From an optimization exercise on the open Yosys and OpenROAD flow, aimed at small area and few clock cycles per item; shortcuts taken in it are not production practice.
Only simulation tests tie the RTL to the original design; equivalence was not proved.

==> inputs of run a <==
// rgb_to_hsi_convert
module rgb_to_hsi_convert #(
  parameter int unsigned HUE_FRAC_BITS = rhc_pkg::HUE_FRAC_DEF
) (
  input  logic        clk,
  input  logic        rst_n,
  input  logic        in_tvalid,
  output logic        in_tready,
  input  logic [23:0] in_tdata,    
  output logic        out_tvalid,
  input  logic        out_tready,
  output logic [47:0] out_tdata    
);
export LEC_CHECK = 0
export ABC_AREA = 1
export CAP_MARGIN = 20
export CORE_MARGIN = 2
export CORE_UTILIZATION = 70
export CTS_BUF_LIST = sky130_fd_sc_hd__clkbuf_8
export SLEW_MARGIN = 20
create_clock -name core_clock -period 12.5 [get_ports {clk}]
standard.sh (not shown) runs the stock make flow with config.mk's settings and CLKGATE_MAP_FILE= SYNTH_SCRIPT=/design/flow/synth_recipe.tcl, a recipe that flattens the netlist after the stock synthesis.
==> flow/flow/run.sh <==
#!/bin/bash
# The standard layout (the standard.sh, standard synthesis unchanged), with ORFS's power
# recovery step enabled after global routing: repair_timing -recover_power downsizes gates
# on paths that keep positive slack. Each step's full output goes to its own log file here.
set -euo pipefail
export RECOVER_POWER=100
bash standard.sh synth > run_synth.log 2>&1
bash standard.sh finish > run_layout.log 2>&1
==> run b (differences from run a) <==
==> flow/run.sh (new file) <==
#!/bin/bash
# synth_recipe.tcl (not shown) runs the flow's synth.tcl, then flattens the netlist and writes it again
# the make line also repeats each setting of config.mk as NAME=value (left out here)
make -C /OpenROAD-flow-scripts/flow DESIGN_CONFIG=/design/flow/config.mk WORK_HOME=/design/flow/orfs CLKGATE_MAP_FILE= SYNTH_SCRIPT=/design/flow/synth_recipe.tcl finish
--- a/flow/config.mk
+++ b/flow/config.mk
@@ -10,4 +10,3 @@
 export CORE_MARGIN = 2
-export CORE_UTILIZATION = 70
-export CTS_BUF_LIST = sky130_fd_sc_hd__clkbuf_8
+export CORE_UTILIZATION = 40
 export SLEW_MARGIN = 20
removed: flow/flow/run.sh
removed: flow/standard.sh
==> notes.md <==
Result of the run: run a no timing/DRC/antenna violations; run b no timing/DRC/antenna violations
Number of clock buffer instances in the layout: run a 59; run b 49
DIE AREA: run a 73820 µm²; run b 128300 µm²
Post-placement setup slack: run a -111.4 ps; run b -102.2 ps
Layout Area Growth over Synthesis: run a 7.549%; run b 10.51%
Cell occurring most often along the worst timing path: run a sky130_fd_sc_hd__inv_1; run b sky130_fd_sc_hd__nand2_1
Worst Setup EP: run a out_tdata[11]; run b out_tdata[9]
Core Box Area: run a 71240 µm²; run b 124100 µm²
All-layer global routing usage: run a 29.43%; run b 17.58%
Number of DRC violations after detailed-routing iteration 0: run a 1981; run b 1716
DR WL/cell: run a 15.31 µm; run b 14.30 µm
Met2 wirelength from detailed routing: run a 54160 µm; run b 54460 µm
Number of well-tap cells placed: run a 950; run b 1637
Testbench counts of run a, summed over its fixed seeds: cycles 16,032, items 16,000.
Testbench counts of run b, summed over its fixed seeds: cycles 16,032, items 16,000.


==> trial 76: inputs <==
rgb_to_hsi_convert again, from the RTL that the note above started with.
Settings: LEC_CHECK=0, ABC_AREA=1, CAP_MARGIN=10, CORE_MARGIN=2, CORE_UTILIZATION=70, CTS_BUF_LIST=sky130_fd_sc_hd__clkbuf_8, SLEW_MARGIN=10; clock period 12.5 ns.
run.sh (not shown) runs the stock make flow with config.mk's settings and CLKGATE_MAP_FILE= SYNTH_SCRIPT=/design/flow/synth_recipe.tcl, a recipe that flattens the netlist after the stock synthesis.
Stock flow here: none of the scripts above is used.
==> trial 74: changes against trial 76 <==
CAP_MARGIN = 20   (was 10)
GPL_TIMING_DRIVEN = 0   (was unset)
SLEW_MARGIN = 20   (was 10)
==> trial 14: changes against trial 76 <==
CAP_MARGIN = 20   (was 10)
CORE_UTILIZATION = 55   (was 70)
SLEW_MARGIN = 20   (was 10)
==> impl_metrics.yaml <==
sta:
  skew_ns: 0.03748
status:
  status: "no timing/DRC/antenna violations"
global_routing:
  grt_util_met3_pct: 2.924
cts:
  clock_latency_ns: 0.70
  cts_made_buffers: 66
worst_setup_path:
  critical_path_arrival_ns: 12.33
  crit_path_top_delay_cell: "fa_1"
Source of the figures above: trial 14

==> impl_metrics.yaml <==
status:
  status: "no timing/DRC/antenna violations"
worst_setup_path:
  crit_path_top_delay_cell: "edfxtp_1"
  critical_path_arrival_ns: 9.49
sta:
  period_share_pct: 95.89
  finalCriticalPeriod_ns: 11.99
  skew_ns: 0.05048
flow_run:
  drv_cap: 0
cts:
  clock_latency_ns: 0.71
Source of the figures above: trial 76

==> impl_metrics.yaml <==
status:
  status: "finished with violations"
  so.violations: "setup timing"
worst_setup_path:
  crit_path_top_delay_cell: "fa_2"
finish:
  multi_input_cells: 4423
sta:
  setup_ws_ns: -0.008811
  skew_ns: 0.05538
  finalSetupViolCount: 1
global_routing:
  grt_util_met3_pct: 2.972
  use_met1_pct: 34.80
cts:
  clock_latency_ns: 0.68
  cts_setup_buffers: 30
  cts_made_buffers: 58
Source of the figures above: trial 74

Testbench counts of trial 76, summed over its fixed seeds: cycles 16,032, items 16,000.
Testbench counts of trial 74, summed over its fixed seeds: cycles 16,032, items 16,000.
Testbench counts of trial 14, summed over its fixed seeds: cycles 16,032, items 16,000.


==> inputs of exp/lagoon <==
rgb_to_hsi_convert again, from the RTL that the note above started with.
export LEC_CHECK = 0
export ABC_AREA = 1
export CAP_MARGIN = 20
export CORE_MARGIN = 2
export CORE_UTILIZATION = 65
export CTS_BUF_LIST = sky130_fd_sc_hd__clkbuf_8
export SLEW_MARGIN = 20
create_clock -name core_clock -period 12.5 [get_ports {clk}]
==> exp/delta: changes against exp/lagoon <==
CORE_UTILIZATION = 55   (was 65)
CTS_BUF_LIST = unset   (was sky130_fd_sc_hd__clkbuf_8)
==> metrics.md <==
| Metric | Value |
|---|---|
| Outcome | complete, no violations |
| Gpl congestion | 0.886 |
| Worst skew pair latency | 0.61 ns |
| Placed Cells | 7248 |
| Worst Hold Slack | 0.416 ns |
| Post-CTS Resized | 1 |
| Multi-In Gates | 4423 |
| Worst-case reg-to-reg path depth | 83 |
# the run above: exp/delta

==> metrics.md <==
| Metric | Value |
|---|---|
| Cell row count | 101 |
| Gpl congestion | 0.932 |
| Outcome | complete, no violations |
| Worst Hold Slack | 0.406 ns |
| Post-CTS Resized | 9 |
| Placed Cells | 7066 |
# the run above: exp/lagoon

Testbench counts of exp/lagoon, summed over its fixed seeds: cycles 16,032, items 16,000.
Testbench counts of exp/delta, summed over its fixed seeds: cycles 16,032, items 16,000.

re-timing with driven ports:
The results above use ideal ports. As a check the final layouts listed here were re-extracted and re-timed, cells and wires unchanged.
Step 1 assumes that a clkbuf_16 drives the clock port and a buf_2 every other input.
Step 2 times the ports against the registers' clock, not the clock port: input delays grow and output delays shrink by t, the midpoint of the rising clock arrivals with the driver on.
Three values: no drivers, after step 1, after step 2; two values: the first two.
run | t, ns | slack for setup (ns) | worst setup path at the end | latest minus earliest clock arrival (ns) | worst data-port slew with drivers (ns)
run a | 0.752 | 0.515 / 0.446 / 0.203 | input to register | 0.051 / 0.050 | 0.09
run b | 0.677 | 0.647 / 0.571 / 0.103 | input to register | 0.022 / 0.022 | 0.04
trial 76 | 0.752 | 0.514 / 0.445 / 0.202 | input to register | 0.051 / 0.052 | 0.09
trial 74 | 0.716 | -0.009 / -0.009 / -0.162 | input to register | 0.056 / 0.057 | 0.05
trial 14 | 0.744 | 0.587 / 0.587 / 0.002 | input to register | 0.046 / 0.047 | 0.05
exp/lagoon | 0.747 | 0.515 / 0.446 / 0.168 | input to register | 0.030 / 0.030 | 0.06
exp/delta | 0.663 | 0.684 / 0.620 / 0.097 | input to register | 0.024 / 0.024 | 0.05
The setup slack of exp/delta, which loses most, moves by -0.064 ns with the drivers and by -0.587 ns with both steps.
